Source: an optimization exercise on an open RTL-to-GDS flow (aim: small area, a short achievable clock period and few clock cycles per item). Production flows keep margins and buffers that such runs may drop.
RTL that was checked went through simulation tests only; none was proved equivalent to the original.
Power figures rest on the tool's default switching activity, not on a simulated workload.

==> flow/design.v <==
`default_nettype none
module priority_sjf_aging_scheduler (
   input  wire        clock,
   input  wire        reset,
   input  wire        req_valid,
   output wire        req_ready,
   input  wire        req_opcode,
   input  wire [3:0]  req_slot,
   input  wire [7:0]  req_task_id,
   input  wire [15:0] req_arrive_at,
   input  wire [15:0] req_burst_length,
   input  wire [3:0]  req_initial_priority,
   output wire        rsp_valid,
   input  wire        rsp_ready,
   output wire [15:0] rsp_tick_time,
   output wire        rsp_idle,
   output wire [3:0]  rsp_running_slot,
   output wire [7:0]  rsp_running_id,
   output wire        rsp_context_switch,
   output wire        rsp_first_run,
   output wire        rsp_finished,
   output wire [15:0] rsp_finish_tick,
   output wire        rsp_all_done,
   output wire [15:0] rsp_switch_count,
   input  wire        csr_valid,
   output wire        csr_ready,
   input  wire [1:0]  csr_index,
   input  wire [15:0] csr_data
);
   localparam integer NS = 16;
   function automatic logic [1:0] cmp16(logic [15:0] a, logic [15:0] b);
      logic [15:0] l, e;
      l = ~a & b;
      e = ~(a ^ b);
      for (int w = 1; w < 16; w = w * 2) begin
         for (int k = 0; k < 16; k = k + 2 * w) begin
            l[k] = l[k+w] | (e[k+w] & l[k]);
            e[k] = e[k+w] & e[k];
         end
      end
      cmp16 = {l[0], e[0]};
   endfunction
   logic [7:0]  id_q   [NS];
   logic [15:0] mk_q   [NS];    
   logic [15:0] rem_q  [NS];
   logic [3:0]  pr_q   [NS];
   logic [3:0]  fpr_q  [NS];    
   logic [NS-1:0] pend_q, queued_q, started_q, ok_q;
   logic [NS-1:0] le_q [NS];    
   logic [NS-1:0] lc_q;         
   logic [15:0] now_q;
   logic [15:0] sw_total_q;
   logic [7:0]  prev_id_q;       
   logic        busy_q;
   logic [15:0] thr_q;
   logic        thr0_q, thr1_q;   
   logic [3:0]  boost_q;
   logic        rsp_valid_q;
   logic [3:0]  r_slot_q;
   logic        r_sw_q, r_first_q, r_fin_q, r_done_q, r_tsat_q;
   logic out_free, tick_go, load_go;
   assign out_free  = !rsp_valid_q || rsp_ready;
   assign req_ready = out_free;
   assign csr_ready = 1'b1;
   assign tick_go   = req_valid && out_free && req_opcode;
   assign load_go   = req_valid && out_free && !req_opcode;
   logic        now_max;
   logic [15:0] now_next;
   logic        thr0, thr_le_d;
   logic [15:0] thr_eff;
   logic [16:0] x_tick, x_idle;
   logic [15:0] xg;
   logic        xg_ok;
   logic [3:0]  boost_eff;
   logic        ld_arr_ok;
   assign now_max   = (now_q == 16'hFFFF);
   assign now_next  = now_max ? now_q : now_q + 16'd1;
   assign thr0      = thr0_q;
   assign thr_le_d  = thr0_q || (thr1_q && !now_max);
   assign thr_eff   = (csr_valid && csr_index == 2'd0) ? csr_data : thr_q;
   assign x_tick    = {1'b0, now_next} - {1'b0, thr_q};
   assign x_idle    = {1'b0, now_q} - {1'b0, thr_eff};
   assign xg        = tick_go ? x_tick[15:0] : x_idle[15:0];
   assign xg_ok     = tick_go ? !x_tick[16] : !x_idle[16];
   assign boost_eff = (csr_valid && csr_index == 2'd1) ? csr_data[3:0] : boost_q;
   assign ld_arr_ok = (req_arrive_at <= now_q);
   logic [NS-1:0] adm, q1, age;
   logic [3:0]    pr2 [NS];
   always_comb begin
      for (int i = 0; i < NS; i++) begin
         adm[i] = pend_q[i] && !queued_q[i] && ok_q[i];
         q1[i]  = queued_q[i] || adm[i];
         age[i] = (pr_q[i] > 4'd1) &&
                  ((queued_q[i] && ok_q[i]) || (adm[i] && thr0));
         pr2[i] = age[i] ? fpr_q[i] : pr_q[i];
      end
   end
   function automatic logic [3:0] aged(logic [3:0] p, logic [3:0] b);
      aged = ({1'b0, p} > {1'b0, b} + 5'd1) ? p - b : 4'd1;
   endfunction
   logic [15:0]   pr_oh [NS];
   logic [15:0]   present, below, min_oh;
   logic [NS-1:0] best_pr, win;
   always_comb begin
      logic [NS-1:0] z;
      best_pr = q1;
      for (int b = 3; b >= 0; b--) begin
         for (int i = 0; i < NS; i++)
            z[i] = best_pr[i] && !pr2[i][b];
         if (z != '0)
            best_pr = z;
      end
      for (int i = 0; i < NS; i++) begin
         win[i] = best_pr[i];
         for (int j = 0; j < NS; j++) begin
            if (j < i)
               win[i] = win[i] && (!best_pr[j] || !rel[j][i]);
            else if (j > i)
               win[i] = win[i] && (!best_pr[j] || rel[i][j]);
         end
      end
   end
   logic        found, fin, sw, all_done, first;
   logic [3:0]  sel;
   logic [15:0] sel_rem, rem_dec;
   logic [7:0]  sel_id;
   logic [NS-1:0] pend_after;
   always_comb begin
      sel     = '0;
      sel_rem = '0;
      sel_id  = '0;
      for (int i = 0; i < NS; i++) begin
         if (win[i]) begin
            sel     = sel | 4'(i);
            sel_rem = sel_rem | rem_q[i];
            sel_id  = sel_id | id_q[i];
         end
      end
   end
   assign found   = (q1 != '0);
   assign rem_dec = sel_rem - 16'd1;
   assign fin     = (sel_rem == 16'd1);
   assign sw      = busy_q && found && (prev_id_q != sel_id);
   assign first   = (win & ~started_q) != '0;
   assign pend_after = pend_q & ~(win & {NS{fin}});
   assign all_done   = (pend_after == '0);
   logic [15:0]   cv;
   logic [NS-1:0] c_lt, c_eq, chg;
   logic [NS-1:0] rel [NS];     
   always_comb begin
      cv = '0;
      for (int i = 0; i < NS; i++)
         if (lc_q[i]) cv = cv | rem_q[i];
      for (int i = 0; i < NS; i++)
         {c_lt[i], c_eq[i]} = cmp16(rem_q[i], cv);
      for (int i = 0; i < NS; i++) begin
         rel[i] = '0;
         for (int j = i + 1; j < NS; j++) begin
            if (lc_q[i])
               rel[i][j] = !c_lt[j];              
            else if (lc_q[j])
               rel[i][j] = c_lt[i] || c_eq[i];    
            else
               rel[i][j] = le_q[i][j];
         end
      end
   end
   always_comb begin
      for (int i = 0; i < NS; i++)
         chg[i] = (tick_go && win[i]) || (load_go && req_slot == 4'(i));
   end
   always_ff @(posedge clock) begin
      lc_q <= reset ? '0 : chg;
      for (int i = 0; i < NS; i++)
         for (int j = i + 1; j < NS; j++)
            le_q[i][j] <= rel[i][j];
   end
   logic [15:0] mkv, rem_wd;
   assign mkv    = tick_go ? now_q : req_arrive_at;
   assign rem_wd = tick_go ? rem_dec : req_burst_length;
   logic [3:0] ld_fpr;
   assign ld_fpr = aged(req_initial_priority, boost_eff);
   always_ff @(posedge clock) begin
      for (int i = 0; i < NS; i++) begin
         if (load_go && req_slot == 4'(i))
            id_q[i] <= req_task_id;
         if (chg[i])
            rem_q[i] <= rem_wd;
         if (tick_go && win[i])
            mk_q[i] <= now_next;
         else if ((load_go && req_slot == 4'(i)) || (tick_go && (adm[i] || age[i])))
            mk_q[i] <= mkv;
         if (load_go && req_slot == 4'(i))
            pr_q[i] <= req_initial_priority;
         else if (tick_go)
            pr_q[i] <= pr2[i];
         if (load_go && req_slot == 4'(i))
            fpr_q[i] <= ld_fpr;
         else
            fpr_q[i] <= aged(tick_go ? pr2[i] : pr_q[i], boost_eff);
      end
   end
   always_ff @(posedge clock) begin
      for (int i = 0; i < NS; i++) begin
         if (load_go && req_slot == 4'(i)) begin
            started_q[i] <= 1'b0;
            ok_q[i]      <= ld_arr_ok;
         end else if (tick_go) begin
            started_q[i] <= started_q[i] || win[i];
            if (!q1[i])
               ok_q[i] <= ok_q[i] || (mk_q[i] == now_next);
            else if (win[i])
               ok_q[i] <= thr0;
            else if (adm[i] || age[i])
               ok_q[i] <= thr_le_d;
            else
               ok_q[i] <= xg_ok && (mk_q[i] <= xg);
         end else if (queued_q[i]) begin
            ok_q[i] <= xg_ok && (mk_q[i] <= xg);
         end
      end
   end
   always_ff @(posedge clock) begin
      if (reset) begin
         pend_q   <= '0;
         queued_q <= '0;
      end else begin
         for (int i = 0; i < NS; i++) begin
            if (load_go && req_slot == 4'(i)) begin
               pend_q[i]   <= (req_burst_length != 16'd0);
               queued_q[i] <= 1'b0;
            end else if (tick_go) begin
               pend_q[i]   <= pend_after[i];
               queued_q[i] <= q1[i] && !(win[i] && fin);
            end
         end
      end
   end
   always_ff @(posedge clock) begin
      if (reset) begin
         now_q       <= '0;
         sw_total_q  <= '0;
         prev_id_q   <= '0;
         busy_q      <= 1'b0;
         rsp_valid_q <= 1'b0;
      end else begin
         if (tick_go) begin
            now_q     <= now_next;
            busy_q    <= found;
            prev_id_q <= sel_id;
            if (sw && sw_total_q != 16'hFFFF)
               sw_total_q <= sw_total_q + 16'd1;
            rsp_valid_q <= 1'b1;
         end else if (rsp_ready) begin
            rsp_valid_q <= 1'b0;
         end
      end
   end
   always_ff @(posedge clock) begin
      if (tick_go) begin
         r_slot_q  <= sel;
         r_sw_q    <= sw;
         r_first_q <= first;
         r_fin_q   <= found && fin;
         r_done_q  <= all_done;
         r_tsat_q  <= now_max;
      end
   end
   always_ff @(posedge clock) begin
      if (reset) begin
         thr_q   <= 16'd15;
         thr0_q  <= 1'b0;
         thr1_q  <= 1'b0;
         boost_q <= 4'd1;
      end else if (csr_valid) begin
         if (csr_index == 2'd0) begin
            thr_q  <= csr_data;
            thr0_q <= (csr_data == 16'd0);
            thr1_q <= (csr_data == 16'd1);
         end
         if (csr_index == 2'd1) boost_q <= csr_data[3:0];
      end
   end
   assign rsp_valid          = rsp_valid_q;
   assign rsp_tick_time      = r_tsat_q ? now_q : now_q - 16'd1;
   assign rsp_idle           = !busy_q;
   assign rsp_running_slot   = r_slot_q;
   assign rsp_running_id     = prev_id_q;
   assign rsp_context_switch = r_sw_q;
   assign rsp_first_run      = r_first_q;
   assign rsp_finished       = r_fin_q;
   assign rsp_finish_tick    = r_fin_q ? now_q : 16'd0;
   assign rsp_all_done       = r_done_q;
   assign rsp_switch_count   = sw_total_q;
endmodule
`default_nettype wire
==> flow/config.mk <==
export PLATFORM = sky130hd
export DESIGN_NAME = priority_sjf_aging_scheduler
export DESIGN_NICKNAME = priority_sjf_aging_scheduler
export VERILOG_FILES = /design/flow/design.v
export SDC_FILE = /design/flow/constraint.sdc
export NUM_CORES = 4
export LEC_CHECK = 0
export ABC_AREA = 1
export CAP_MARGIN = 20
export CORE_MARGIN = 2
export CORE_UTILIZATION = 40
export PLACE_DENSITY = 0.6
export SLEW_MARGIN = 20
==> flow/constraint.sdc <==
create_clock -name core_clock -period 10.0 [get_ports {clock}]
set_input_delay 2.0000 -clock core_clock [delete_from_list [all_inputs] [get_ports {clock}]]
set_output_delay 2.0000 -clock core_clock [all_outputs]
set_load 0.01 [all_outputs]
run.sh (not shown) runs the stock make flow with config.mk's settings and CLKGATE_MAP_FILE= SYNTH_SCRIPT=/design/flow/synth_recipe.tcl, a recipe that flattens the netlist after the stock synthesis.
Testbench counts at the start, summed over its fixed seeds: cycles 24,051, ticks 19,485.
==> next run, changes <==
--- a/flow/config.mk
+++ b/flow/config.mk
@@ -8 +8 @@
-export ABC_AREA = 1
+export ABC_CLOCK_PERIOD_IN_PS = 4000
@@ -12,0 +13 @@
+export SETUP_SLACK_MARGIN = 2
Effect: Setup slack improved by 1400 ps; register-to-register slack improved by 1400 ps; fmax climbs by 18%; via count climbs by 3.0%; synthesized area climbs by 1.6%; core utilization climbs by 3.4 points; routed wire length climbs by 13%; design area climbs by 9.1%; non-clock buffer count climbs by 419.

Setup of main:
Another version of the RTL of priority_sjf_aging_scheduler (not shown whole).
Size: roughly 8300 cells after synthesis, roughly 960 flip-flops, ~73000 um2 of cells after synthesis.
## priority_sjf_aging_scheduler
module priority_sjf_aging_scheduler (
   input  wire        clock,
   input  wire        reset,
   input  wire        req_valid,
   output wire        req_ready,
   input  wire        req_opcode,
   input  wire [3:0]  req_slot,
   input  wire [7:0]  req_task_id,
   input  wire [15:0] req_arrive_at,
   input  wire [15:0] req_burst_length,
   input  wire [3:0]  req_initial_priority,
   output wire        rsp_valid,
   input  wire        rsp_ready,
   output wire [15:0] rsp_tick_time,
   output wire        rsp_idle,
   output wire [3:0]  rsp_running_slot,
   output wire [7:0]  rsp_running_id,
   output wire        rsp_context_switch,
   output wire        rsp_first_run,
   output wire        rsp_finished,
   output wire [15:0] rsp_finish_tick,
   output wire        rsp_all_done,
   output wire [15:0] rsp_switch_count,
   input  wire        csr_valid,
   output wire        csr_ready,
   input  wire [1:0]  csr_index,
   input  wire [15:0] csr_data
);
clock: 10.0 ns
lec_check: 0
cap_margin: 20
core_margin: 2
core_utilization: 40
place_density: 0.6
slew_margin: 20
The layout from main, despite a flow that completed every stage, fails the layout checks, with the failing checks listed as negative setup slack.
The inputs of the feature branch differ from those of main as listed below.
-- flow/config.mk --
<<< main, line 8
>>> the feature branch, line 8
export ABC_AREA = 1
Results
The feature branch finished end to end and its layout was clean on timing, DRC and antenna. Number of antenna diodes in the feature branch vs main: down 3. Of main and the feature branch, main shows the higher area overhead of the layout relative to synthesis, with the feature branch below it. The feature branch vs. main: total negative setup slack higher, total met2 wirelength after detailed routing lower, total power higher, required time reported for the critical path endpoint roughly the same, area fraction in and, or, nand and nor cells after synthesis higher. On via density per instance, the lower figure sits with the feature branch, not main. A startpoint of the worst setup timing path of boost_q[1] is what the feature branch shows, while thr_q[13] belongs to main. Core outline area, the feature branch vs main: down by a few percent. When the feature branch is measured against main, its synthesized cell count turns out 871 higher. Core utilization: the feature branch lower than main. Run comparison: the feature branch most common library cell in the layout ignoring fill and taps sky130_fd_sc_hd__nand2_1; main most common library cell in the layout ignoring fill and taps sky130_fd_sc_hd__buf_4.
No run of this note included a check of the RTL's function; only the layout flow was run.

## the previous run
priority_sjf_aging_scheduler, a different RTL version from the one above (not shown whole).
Size in the first run: ~1100 flip-flops, about 140 I/O pins.
clock: 10.0 ns
lec_check: 0
abc_clock_period_in_ps: 4000
cap_margin: 20
core_margin: 2
core_utilization: 40
place_density: 0.6
setup_slack_margin: 3.5
slew_margin: 20
Testbench counts of the previous run, summed over its fixed seeds: cycles 24,051, ticks 19,485.
Input-level comparison between the current run and the previous run:
-- flow/config.mk --
<<< the previous run, line 11
export CORE_UTILIZATION = 40
export PLACE_DENSITY = 0.6
export SETUP_SLACK_MARGIN = 3.5
export SLEW_MARGIN = 20
>>> the current run, line 11
export CORE_UTILIZATION = 40
export CTS_BUF_LIST = sky130_fd_sc_hd__clkbuf_8
export CTS_CLUSTER_SIZE = 30
export PLACE_DENSITY = 0.6
export SETUP_SLACK_MARGIN = 3
export SLEW_MARGIN = 20
==> run summary <==
- The current run closes out successfully: all stages finished, all timing, DRC and antenna checks passed.
- The current run — maximum VDD drop 0.000051 V lower, the previous run as reference
- Taking the previous run as the reference, in the current run global-route wire length before repair now larger; transition time of the tightest slew-check pin now larger; power density of the placed cells now smaller; setup skew after layout now larger.
- Summary: with the previous run as the reference, non-clock buffer count in the current run moved down by more than 10%.
- Setup slack after layout: the current run lower than the previous run
- The cell internal power dissipation in the current run sits 6.2% below the value recorded for the previous run.
- Summary: with the previous run as the reference, design area in the current run moved down by a few percent.
- The previous run has higher wire length than the current run.
- The run showing the smaller minimum period implied by the final worst setup slack is the previous run.

-- static timing again, ports no longer ideal --
The results above use ideal ports. As a check the final layouts listed here were re-extracted and re-timed, cells and wires unchanged. Step 1, drivers: a clkbuf_16 drives clock and a buf_2 each remaining input, both assumed. Step 2 adds t to the input delays and takes it off the output delays; t is the mean of the earliest and latest rising clock arrival at the registers after step 1. Input paths then give back, and output paths get back, about the clock's delay inside the block. Slacks: no drivers / after step 1 / after step 2; pairs: no drivers / after step 1.
run	t (ns)	slack for setup (ns)	hold slack, ns	slew at the worst register clock pin (ns)
the first run of note 1	0.865	0.569 / 0.569 / 0.569	0.459 / 0.459 / 0.459	0.07 / 0.07
the second run of note 1	0.899	1.976 / 1.976 / 1.642	0.451 / 0.451 / 0.451	0.07 / 0.07
main	0.872	-1.017 / -1.017 / -1.017	0.465 / 0.465 / 0.465	0.07 / 0.07
the feature branch	0.871	0.367 / 0.367 / 0.367	0.462 / 0.462 / 0.462	0.07 / 0.07
the previous run	0.869	2.685 / 2.685 / 2.685	0.451 / 0.451 / 0.451	0.07 / 0.07
the current run	1.051	2.609 / 2.609 / 2.609	0.449 / 0.449 / 0.449	0.09 / 0.09
The setup slack of the second run of note 1, which loses most, moves by 0.000 ns with the drivers and by -0.334 ns with both steps.
